Source: an optimization exercise on an open RTL-to-GDS flow (aim: a short achievable clock period and few clock cycles). Production flows keep margins and buffers that such runs may drop. In this exercise RTL edits were held to simulation tests only and were not proved equivalent to the original. Power figures rest on the tool's default switching activity, not on a simulated workload.

<file path="run.sh">
#!/bin/bash
# synth_recipe.tcl (not shown) runs the flow's synth.tcl, then flattens the netlist and writes it again
# the make line also repeats each setting of config.mk as NAME=value (left out here)
make -C /OpenROAD-flow-scripts/flow DESIGN_CONFIG=/design/flow/config.mk WORK_HOME=/design/flow/orfs CLKGATE_MAP_FILE= SYNTH_SCRIPT=/design/flow/synth_recipe.tcl finish
</file>
<file path="config.mk">
export PLATFORM = sky130hd
export DESIGN_NAME = cpu_core
export DESIGN_NICKNAME = cpu_core
export VERILOG_FILES = /design/flow/design.v
export SDC_FILE = /design/flow/constraint.sdc
export NUM_CORES = 4
export LEC_CHECK = 0
export CAP_MARGIN = 20
export CORE_MARGIN = 2
export CORE_UTILIZATION = 40
export SLEW_MARGIN = 20
</file>
<file path="constraint.sdc">
create_clock -name core_clock -period 9.0 [get_ports {clk}]
set_input_delay 1.8000 -clock core_clock [delete_from_list [all_inputs] [get_ports {clk}]]
set_output_delay 1.8000 -clock core_clock [all_outputs]
set_load 0.01 [all_outputs]
</file>
<file path="design.v">
`default_nettype none
package cpu_pkg;
    typedef logic [15:0] word_t;      
    typedef logic [31:0] instr_t;     
    typedef logic [3:0]  reg_idx_t;   
    typedef enum logic [5:0] {
        op_r_type  = 6'h00,           
        op_load    = 6'h01,
        op_store   = 6'h02,
        op_j       = 6'h03,           
        op_jal     = 6'h04,           
        op_beq     = 6'h05,
        op_bne     = 6'h06,
        op_jt      = 6'h07,           
        op_jf      = 6'h08,           
        op_loadlit = 6'h09,
        op_addi    = 6'h0a,
        op_andi    = 6'h0b,
        op_ori     = 6'h0c,
        op_slti    = 6'h0d
    } opcode_e;
    typedef enum logic [5:0] {
        fn_jr  = 6'h08,
        fn_add = 6'h20,
        fn_sub = 6'h22,
        fn_and = 6'h24,
        fn_or  = 6'h25,
        fn_slt = 6'h2a                
    } funct_e;
    typedef enum logic [2:0] {
        st_fetch,
        st_decode,
        st_execute,
        st_memory,
        st_writeback
    } fsm_state_e;
    typedef enum logic [1:0] {
        wb_alu,                       
        wb_mem,                       
        wb_pc,                        
        wb_imm                        
    } wb_sel_e;
    typedef enum logic [1:0] {
        dst_rt,
        dst_rd,
        dst_r15                       
    } reg_dst_e;
    typedef struct packed {
        opcode_e    opcode;
        reg_idx_t   rs;
        reg_idx_t   rt;
        logic [1:0] spare;
        word_t      imm;
    } instr_fields_t;
    typedef struct packed {
        funct_e   alu_funct;          
        logic     alu_src_imm;        
        logic     jump_src_reg;       
        reg_dst_e reg_dst;
        logic     is_jump;
        logic     is_branch;
        logic     test_true;          
        logic     sel_bne;            
        logic     sel_jf;             
        logic     mem_write;
        logic     mem_read;
        logic     flag_write;
        logic     reg_write;
        wb_sel_e  wb_sel;
    } ctrl_t;
endpackage
`default_nettype wire
`timescale 1ns/10ps
`default_nettype none
module control_unit (
    input  cpu_pkg::opcode_e opcode,           
    input  cpu_pkg::funct_e  funct,            
    output cpu_pkg::ctrl_t   ctrl
);
    always_comb begin
        ctrl.alu_funct    = cpu_pkg::fn_add;
        ctrl.alu_src_imm  = 1'b1;     
        ctrl.jump_src_reg = 1'b0;
        ctrl.reg_dst      = cpu_pkg::dst_rt;
        ctrl.is_jump      = 1'b0;
        ctrl.is_branch    = 1'b0;
        ctrl.test_true    = 1'b0;
        ctrl.sel_bne      = 1'b0;
        ctrl.sel_jf       = 1'b0;
        ctrl.mem_write    = 1'b0;
        ctrl.mem_read     = 1'b0;
        ctrl.flag_write   = 1'b0;
        ctrl.reg_write    = 1'b0;
        ctrl.wb_sel       = cpu_pkg::wb_alu;
        case (opcode)
            cpu_pkg::op_store: begin
                ctrl.mem_write = 1'b1;            
            end
            cpu_pkg::op_load: begin
                ctrl.mem_read  = 1'b1;
                ctrl.reg_write = 1'b1;
                ctrl.wb_sel    = cpu_pkg::wb_mem;
            end
            cpu_pkg::op_j: begin
                ctrl.is_jump = 1'b1;              
            end
            cpu_pkg::op_jal: begin
                ctrl.is_jump      = 1'b1;
                ctrl.jump_src_reg = 1'b1;         
                ctrl.reg_dst      = cpu_pkg::dst_r15;
                ctrl.reg_write    = 1'b1;
                ctrl.wb_sel       = cpu_pkg::wb_pc;        
            end
            cpu_pkg::op_beq: ctrl.is_branch = 1'b1;
            cpu_pkg::op_bne: begin
                ctrl.is_branch = 1'b1;
                ctrl.sel_bne   = 1'b1;
            end
            cpu_pkg::op_jt: begin
                ctrl.is_branch = 1'b1;
                ctrl.test_true = 1'b1;
            end
            cpu_pkg::op_jf: begin
                ctrl.is_branch = 1'b1;
                ctrl.test_true = 1'b1;
                ctrl.sel_jf    = 1'b1;
            end
            cpu_pkg::op_loadlit: begin
                ctrl.reg_write = 1'b1;
                ctrl.wb_sel    = cpu_pkg::wb_imm;
            end
            cpu_pkg::op_r_type: begin
                ctrl.reg_dst     = cpu_pkg::dst_rd;
                ctrl.alu_src_imm = 1'b0;          
                case (funct)
                    cpu_pkg::fn_jr: begin
                        ctrl.is_jump      = 1'b1;
                        ctrl.jump_src_reg = 1'b1;
                    end
                    cpu_pkg::fn_add, cpu_pkg::fn_sub, cpu_pkg::fn_and, cpu_pkg::fn_or, cpu_pkg::fn_slt: begin
                        ctrl.alu_funct  = funct;
                        ctrl.reg_write  = 1'b1;
                        ctrl.flag_write = 1'b1;
                    end
                    default: ;                    
                endcase
            end
            cpu_pkg::op_addi, cpu_pkg::op_andi, cpu_pkg::op_ori, cpu_pkg::op_slti: begin
                ctrl.reg_write  = 1'b1;
                ctrl.flag_write = 1'b1;
                case (opcode)
                    cpu_pkg::op_andi: ctrl.alu_funct = cpu_pkg::fn_and;
                    cpu_pkg::op_ori:  ctrl.alu_funct = cpu_pkg::fn_or;
                    cpu_pkg::op_slti: ctrl.alu_funct = cpu_pkg::fn_slt;
                    default: ctrl.alu_funct = cpu_pkg::fn_add;
                endcase
            end
            default: ;                            
        endcase
    end
endmodule
`default_nettype wire
`timescale 1ns/10ps
`default_nettype none
module cycle_fsm (
    input  logic  clk,
    input  logic  arst_n,
    input  cpu_pkg::ctrl_t ctrl,               
    output logic  ir_load,
    output logic  pc_step,
    output logic  pc_redirect_en,
    output logic  flag_en,
    output logic  mem_we,
    output logic  mem_re,
    output logic  reg_we
);
    cpu_pkg::fsm_state_e state;
    cpu_pkg::fsm_state_e state_next;
    always_ff @(posedge clk or negedge arst_n) begin
        if (!arst_n) begin
            state <= cpu_pkg::st_fetch;
        end else begin
            state <= state_next;
        end
    end
    always_comb begin
        state_next = cpu_pkg::st_fetch;
        case (state)
            cpu_pkg::st_fetch:  state_next = cpu_pkg::st_decode;    
            cpu_pkg::st_decode: state_next = cpu_pkg::st_execute;
            cpu_pkg::st_execute: begin
                if (ctrl.mem_write || ctrl.mem_read) begin
                    state_next = cpu_pkg::st_memory;
                end else if (ctrl.reg_write) begin
                    state_next = cpu_pkg::st_writeback;    
                end else begin
                    state_next = cpu_pkg::st_fetch;        
                end
            end
            cpu_pkg::st_memory: state_next = ctrl.mem_read ? cpu_pkg::st_writeback : cpu_pkg::st_fetch;
            cpu_pkg::st_writeback: state_next = cpu_pkg::st_fetch;
            default: state_next = cpu_pkg::st_fetch;
        endcase
    end
    assign ir_load        = (state == cpu_pkg::st_decode);
    assign pc_step        = (state == cpu_pkg::st_decode);
    assign pc_redirect_en = (state == cpu_pkg::st_execute) && (ctrl.is_jump || ctrl.is_branch);
    assign flag_en        = (state == cpu_pkg::st_execute) && ctrl.flag_write;
    assign mem_we         = (state == cpu_pkg::st_memory) && ctrl.mem_write;
    assign mem_re         = (state == cpu_pkg::st_memory) && ctrl.mem_read;
    assign reg_we         = (state == cpu_pkg::st_writeback) && ctrl.reg_write;
endmodule
`default_nettype wire
`timescale 1ns/10ps
`default_nettype none
module program_counter #(
    parameter cpu_pkg::word_t RESET_PC = '0    
) (
    input  logic  clk,
    input  logic  arst_n,
    input  logic  step,               
    input  logic  redirect_en,        
    input  logic  is_jump,
    input  logic  jump_src_reg,
    input  logic  take_branch,
    input  cpu_pkg::word_t imm,
    input  cpu_pkg::word_t rs_data,
    output cpu_pkg::word_t pc
);
    cpu_pkg::word_t jump_target;
    assign jump_target = jump_src_reg ? rs_data : imm;   
    always_ff @(posedge clk or negedge arst_n) begin
        if (!arst_n) begin
            pc <= RESET_PC;
        end else if (step) begin
            pc <= pc + cpu_pkg::word_t'(1);
        end else if (redirect_en && is_jump) begin
            pc <= jump_target;
        end else if (redirect_en && take_branch) begin
            pc <= pc + imm;           
        end
    end
endmodule
`default_nettype wire
`timescale 1ns/10ps
`default_nettype none
module register_file (
    input  logic     clk,
    input  logic     arst_n,
    input  cpu_pkg::reg_idx_t rs_idx,
    input  cpu_pkg::reg_idx_t rt_idx,
    input  cpu_pkg::reg_idx_t wr_idx,
    input  logic     we,              
    input  cpu_pkg::word_t    wdata,
    output cpu_pkg::word_t    rs_data,
    output cpu_pkg::word_t    rt_data
);
    cpu_pkg::word_t regs [16];                 
    always_ff @(posedge clk or negedge arst_n) begin
        if (!arst_n) begin
            for (int i = 0; i < 16; i++) begin
                regs[i] <= '0;
            end
        end else if (we) begin
            regs[wr_idx] <= wdata;
        end
    end
    assign rs_data = regs[rs_idx];    
    assign rt_data = regs[rt_idx];
endmodule
`default_nettype wire
`timescale 1ns/10ps
`default_nettype none
module alu_flags (
    input  logic  clk,
    input  logic  arst_n,
    input  cpu_pkg::ctrl_t ctrl,
    input  logic  flag_en,            
    input  cpu_pkg::word_t a,                  
    input  cpu_pkg::word_t b_reg,              
    input  cpu_pkg::word_t imm,
    output cpu_pkg::word_t result,
    output logic  take_branch
);
    cpu_pkg::word_t b;
    logic  zero_flag;
    logic  true_flag;
    logic  flag_test;
    assign b = ctrl.alu_src_imm ? imm : b_reg;
    always_comb begin
        case (ctrl.alu_funct)
            cpu_pkg::fn_sub:  result = a - b;
            cpu_pkg::fn_and:  result = a & b;
            cpu_pkg::fn_or:   result = a | b;
            cpu_pkg::fn_slt:  result = ($signed(a) < $signed(b)) ? cpu_pkg::word_t'(1) : cpu_pkg::word_t'(0);
            default: result = a + b;   
        endcase
    end
    always_ff @(posedge clk or negedge arst_n) begin
        if (!arst_n) begin
            zero_flag <= 1'b0;
            true_flag <= 1'b0;
        end else if (flag_en) begin
            zero_flag <= (result == '0);
            true_flag <= result[0];    
        end
    end
    always_comb begin
        if (ctrl.test_true) begin
            flag_test = true_flag ^ ctrl.sel_jf;
        end else begin
            flag_test = zero_flag ^ ctrl.sel_bne;
        end
    end
    assign take_branch = ctrl.is_branch && flag_test;
endmodule
`default_nettype wire
`timescale 1ns/10ps
`default_nettype none
module cpu_core #(
    parameter cpu_pkg::word_t RESET_PC = '0
) (
    input  logic   clk,
    input  logic   arst_n,
    output cpu_pkg::word_t  imem_addr,         
    input  cpu_pkg::instr_t imem_rdata,
    output cpu_pkg::word_t  dmem_addr,
    output cpu_pkg::word_t  dmem_wdata,
    output logic   dmem_we,           
    output logic   dmem_re,           
    input  cpu_pkg::word_t  dmem_rdata
);
    cpu_pkg::instr_t        ir;
    cpu_pkg::instr_fields_t ir_fields;
    cpu_pkg::word_t         link_pc;           
    cpu_pkg::ctrl_t         ctrl;
    cpu_pkg::word_t         pc;
    cpu_pkg::word_t         rs_data;
    cpu_pkg::word_t         rt_data;
    cpu_pkg::word_t         alu_result;
    cpu_pkg::word_t         wb_data;
    cpu_pkg::reg_idx_t      wr_idx;
    logic          take_branch;
    logic          ir_load;
    logic          pc_step;
    logic          pc_redirect_en;
    logic          flag_en;
    logic          mem_we;
    logic          mem_re;
    logic          reg_we;
    always_ff @(posedge clk) begin
        if (ir_load) begin
            ir      <= imem_rdata;
            link_pc <= pc + cpu_pkg::word_t'(1);   
        end
    end
    assign ir_fields = cpu_pkg::instr_fields_t'(ir);
    control_unit i_control_unit (
        .opcode (ir_fields.opcode),
        .funct  (cpu_pkg::funct_e'(ir_fields.imm[5:0])),
        .ctrl   (ctrl)
    );
    cycle_fsm i_cycle_fsm (
        .clk, .arst_n, .ctrl, .ir_load, .pc_step, .pc_redirect_en,
        .flag_en, .mem_we, .mem_re, .reg_we
    );
    program_counter #(.RESET_PC(RESET_PC)) i_program_counter (
        .clk, .arst_n,
        .step         (pc_step),
        .redirect_en  (pc_redirect_en),
        .is_jump      (ctrl.is_jump),
        .jump_src_reg (ctrl.jump_src_reg),
        .take_branch, .imm(ir_fields.imm), .rs_data, .pc
    );
    register_file i_register_file (
        .clk, .arst_n,
        .rs_idx (ir_fields.rs),
        .rt_idx (ir_fields.rt),
        .wr_idx, .we(reg_we), .wdata(wb_data), .rs_data, .rt_data
    );
    alu_flags i_alu_flags (
        .clk, .arst_n, .ctrl, .flag_en,
        .a (rs_data), .b_reg(rt_data), .imm(ir_fields.imm),
        .result (alu_result), .take_branch
    );
    always_comb begin
        case (ctrl.wb_sel)
            cpu_pkg::wb_mem:  wb_data = dmem_rdata;
            cpu_pkg::wb_pc:   wb_data = link_pc;
            cpu_pkg::wb_imm:  wb_data = ir_fields.imm;
            default: wb_data = alu_result;
        endcase
        case (ctrl.reg_dst)
            cpu_pkg::dst_rd:  wr_idx = ir_fields.imm[15:12];   
            cpu_pkg::dst_r15: wr_idx = cpu_pkg::reg_idx_t'(15);
            default: wr_idx = ir_fields.rt;
        endcase
    end
    assign imem_addr  = pc;
    assign dmem_addr  = alu_result;   
    assign dmem_wdata = rt_data;
    assign dmem_we    = mem_we;
    assign dmem_re    = mem_re;
endmodule
`default_nettype wire
</file>
==> run notes <==
worst reg2reg max path: stages (launching register included):
cell and delay (ns):
edfxtp_1 0.82, nand2_1 0.26, nor2_1 0.53, buf_4 0.41
a22oi_1 0.15, nand3_1 0.13, o22a_1 0.26, a21oi_1 0.15
ha_1 0.38, or3b_2 0.52, a31oi_1 0.21, o21ba_2 0.21
a211oi_1 0.13, o31a_1 0.28, o211a_1 0.20, o211ai_1 0.19
o311ai_0 0.22, or2_2 0.41, o21ai_2 0.67, o21ai_0 0.25
layer usage:
layer / vias up / track usage (%) / part of all wire (%)
li1: 8164 / - / -
met2: 1178 / 49.2 / 44
met4: 2 / 15.5 / 6.0
met1: 9129 / 40.3 / 39
met5: - / 0.391 / 0.0099
met3: 314 / 8.90 / 10
cell type report:
cell class,instances,area share (%)
Clock inverter,17,0.960
Sequential cell,323,36.0
Timing Repair Buffer,183,7.08
Multi-Input combinational cell,1588,45.9
Clock buffer,51,4.59
Inverter,111,1.81
Tap cell,664,3.60
kinds of logic (layout without fill, tap and decap cells):
kind of cell / count (synthesis) / count (layout) / synth area share (%)
and+or+nand+nor: 626 / 626 / 14.9
DFF: 323 / 323 / 41.8
AOI/OAI and AO/OA: 740 / 740 / 25.7
adders and majority gates: 69 / 69 / 4.46
xor gates and xnor gates: 34 / 34 / 1.50
muxes: 119 / 119 / 6.33
buffers and inverters: 260 / 362 / 5.29
per-stage QoR:
stage | instances | worst slack, ns | hold WS (ns) | cell area (µm²) | power, mW
2_1_floorplan | 2171 | 2.53 | 0.452 | 19900 | 5.26
3_3_place_gp | 2868 | 1.36 | 0.485 | 21800 | 7.40
3_5_place_dp | 2868 | 1.30 | 0.494 | 21800 | 7.45
4_1_cts | 2936 | 0.672 | 0.508 | 23100 | 9.09
5_1_grt | 2937 | 0.356 | 0.526 | 23100 | 9.71
6_report | 2937 | 0.524 | 0.509 | 23100 | 9.22
registers in the layout, indices dropped and copies added, names as in the netlist:
register and cells:
i_alu_flags.true_flag 1, i_alu_flags.zero_flag 1, i_cycle_fsm.state 3, i_program_counter.pc 16, i_register_file.regs 256, ir 30
link_pc 16
worst max-delay path by stage:
stage                startpoint             to  depth (start not counted)
6_report       ir[18]$_DFFE_PP_  dmem_addr[13]                         19
3_5_place_dp   ir[20]$_DFFE_PP_  dmem_addr[13]                         19
2_1_floorplan  ir[29]$_DFFE_PP_  dmem_addr[15]                         18
3_3_place_gp   ir[20]$_DFFE_PP_  dmem_addr[13]                         19
5_1_grt        ir[20]$_DFFE_PP_  dmem_addr[13]                         19
4_1_cts        ir[20]$_DFFE_PP_  dmem_addr[13]                         19
synthesized netlist by cell type, drive strengths merged (21+ instances only):
library cell and n:
a22o 28, dfrtp 277, xnor2 21, clkbuf 114, a221oi 30, nand3 60, buf 35, mux2i 65
a22oi 168, o22a 29, o211ai 23, nand4 40, nor2 115, nor3 40, o21ai 215, nand2 266
ha 66, inv 111, edfxtp 46, a21oi 104, mux2 54
where the power goes:
part | internal, mW | switching [mW]
Sequential | 1.68 | 0.270
Combinational | 1.98 | 3.68
Clock | 0.948 | 0.661
Total | 4.61 | 4.62
==> results by group <==
Timing
  – Clock Skew: around 0.027 ns
  – Final setup viols: 0
  – Worst slew pin tran: 1.05 ns
  – Tmin final: ~8.5 ns
  – RSZ-0062 raised after global routing: false
  – Achievable frequency: 118 MHz
  – Fin crit share: 94.2%
  – Relative slew slack: a little under a third
  – Final Hold Vio Count: 0
  – Slew Viols, Final: 0
  – Setup TNS: 0 ns

Logic synthesis
  – Register area share after synthesis: a little over two fifths
  – Synth top area cells: dfrtp_1 (35%), edfxtp_1 (7.0%), a22oi_1 (6.3%), nand2_1 (5.0%), o21ai_0 (4.6%)
  – Top FF cell, synth: dfrtp_1
  – Syn Nets: around 2,300
  – Share of the synthesized area in the top cell type: a little over a third
  – Post-Syn Instances: 2,171
  – Synth unique cells: 96
  – Flip-flop and latch count after synthesis: 323
  – Yosys top cell by area: dfrtp_1
  – Async SR Flop Fraction: 85.8%
  – Syn_area_per_cell: between 9 and 10 µm²
  – EDFF count, synth: between 40 and 50
  – Area of the mapped netlist: roughly 20,000 µm²
  – Yosys Warn Count: 7

Setup path
  – Startpoint types: register
  – R2R Path Start: ir[18]$_DFFE_PP_
  – Worst EP arrival: 6.68 ns
  – CP max-delay cell: edfxtp_1
  – FF-to-FF setup slack: roughly 2.5 ns
  – Crit path capture type: primary output
  – Crit-path max FO: 19
  – Critical Path RT: between 7 and 8 ns
  – CP Cell Sequence: nand2_1 > nor2_1 > buf_4 > a22oi_1 > nand3_1 > o22a_1 > a21oi_1 > ha_1 > or3b_2 > a31oi_1 > o21ba_2 > a211oi_1 > o31a_1 > o211a_1 > o41ai_4 > xor2_1 > a2bb2oi_1 > and2_1 > clkdlybuf4s50_1
  – Family with the most delay on the worst path: compound AO/OA/AOI/OAI gates
  – WS Path Type: register to primary output
  – RR Endpoint: i_register_file.regs[7][11]$_DFFE_PN0P_
  – Crit path largest cell delay: a little over 0.8 ns
  – R2r worst-path depth: 19
  – Worst Path Buf+Inv: 2

Drt
  – Vias: 18,800
  – Vias/cell: between 6 and 7
  – DRT iter0 DRCs: ~2,400
  – Final ANT Viol Nets: 0
  – Routed Wire Length: around 81 mm
  – DRC: 0
  – WL/cell: ~28 µm
  – 1st-pass router iterations: 9

Die
  – Starting density of the core: 40.6%
  – IO Pins: 100
  – Core area: roughly 49,000 µm²
  – Site row count: 81
  – Total die area: 51,500 µm²
  – Die width: approximately 230 µm
  – Die Y: 227 µm

Place
  – Post-DP HPWL: around 54 mm
  – GP Congestion: 0.947
  – Port Buffer Count: between 90 and 100

Hold path
  – Worst min path class: register to register
  – HP Start: i_register_file.regs[0][9]$_DFFE_PN0P_
  – Hold Path Cell Cnt: 2
  – WHS Endpoint: i_register_file.regs[0][9]$_DFFE_PN0P_

CTS
  – Post-CTS setup buffer count: 0
  – H-tree depth: 2
  – Clock Tree Buf Depth: 3
  – Clock-pin slew on the worst setup and hold paths: around 0.060 ns
  – CTS tree: yes
  – Worst skew pair latency: 0.58 ns
  – CTS Hold Buffers Added: 0
  – Number of buffers created by CTS: 37
  – TritonCTS Sinks: roughly 320
  – Root buf cell: clkbuf_16
  – Post-cts sizing count: 0

Global route
  – Pin count of the biggest net entering global routing: around 170
  – Global-route wire length before repair: roughly 120 mm
  – Gr usage total: 31.6%
  – Antenna violations before repair: 1
  – Vias in the first global route: around 18,000
  – Global route total overflow: 0

Cells and area
  – Most common cell after layout, fill and taps aside: dfrtp_1
  – ANT cells: 0
  – Area of the multi-input gates: 10,600 µm²
  – Layout Utilization: approximately 47%
  – Final net count: about 2,400
  – Commonest cells after routing, fill and taps aside: dfrtp_1 (277), nand2_1 (266), o21ai_0 (180)
  – Syn-to-layout area delta: 16.1%
  – Register Area: slightly above 8000 µm²
  – Fill cells: roughly 4,600
  – Layout cell share with drive strength beyond 1: a little under an eighth

Run status
  – Status: finished clean

Job
  – Max Cap Viol: 0

Power and ir drop
  – Maximum vdd drop: 0.000405 V
  – Pwr dens: approximately 400 nW/µm²
  – Leak: 9.81 nW
Testbench counts, summed over its fixed seeds: cycles 34,770.

[port drivers added, routing unchanged]
Ports are ideal in the flow. The routed layout listed here was re-timed in OpenROAD.
Step 1, drivers: a clkbuf_16 drives clk and a buf_2 each remaining input, both assumed.
Step 2 adds t to the input delays and takes it off the output delays; t is the mean of the earliest and latest rising clock arrival at the registers after step 1. Input paths then give back, and output paths get back, about the clock's delay inside the block.
Slacks: no drivers / after step 1 / after step 2; pairs: no drivers / after step 1.
t (ns): 0.625
setup slack, ns: 0.524 / 0.464 / 1.089
worst data-port slew with drivers (ns): 0.05
After both steps setup and hold are still met in this run. The setup slack of this run moves by -0.060 ns with the drivers and by +0.565 ns with both steps.
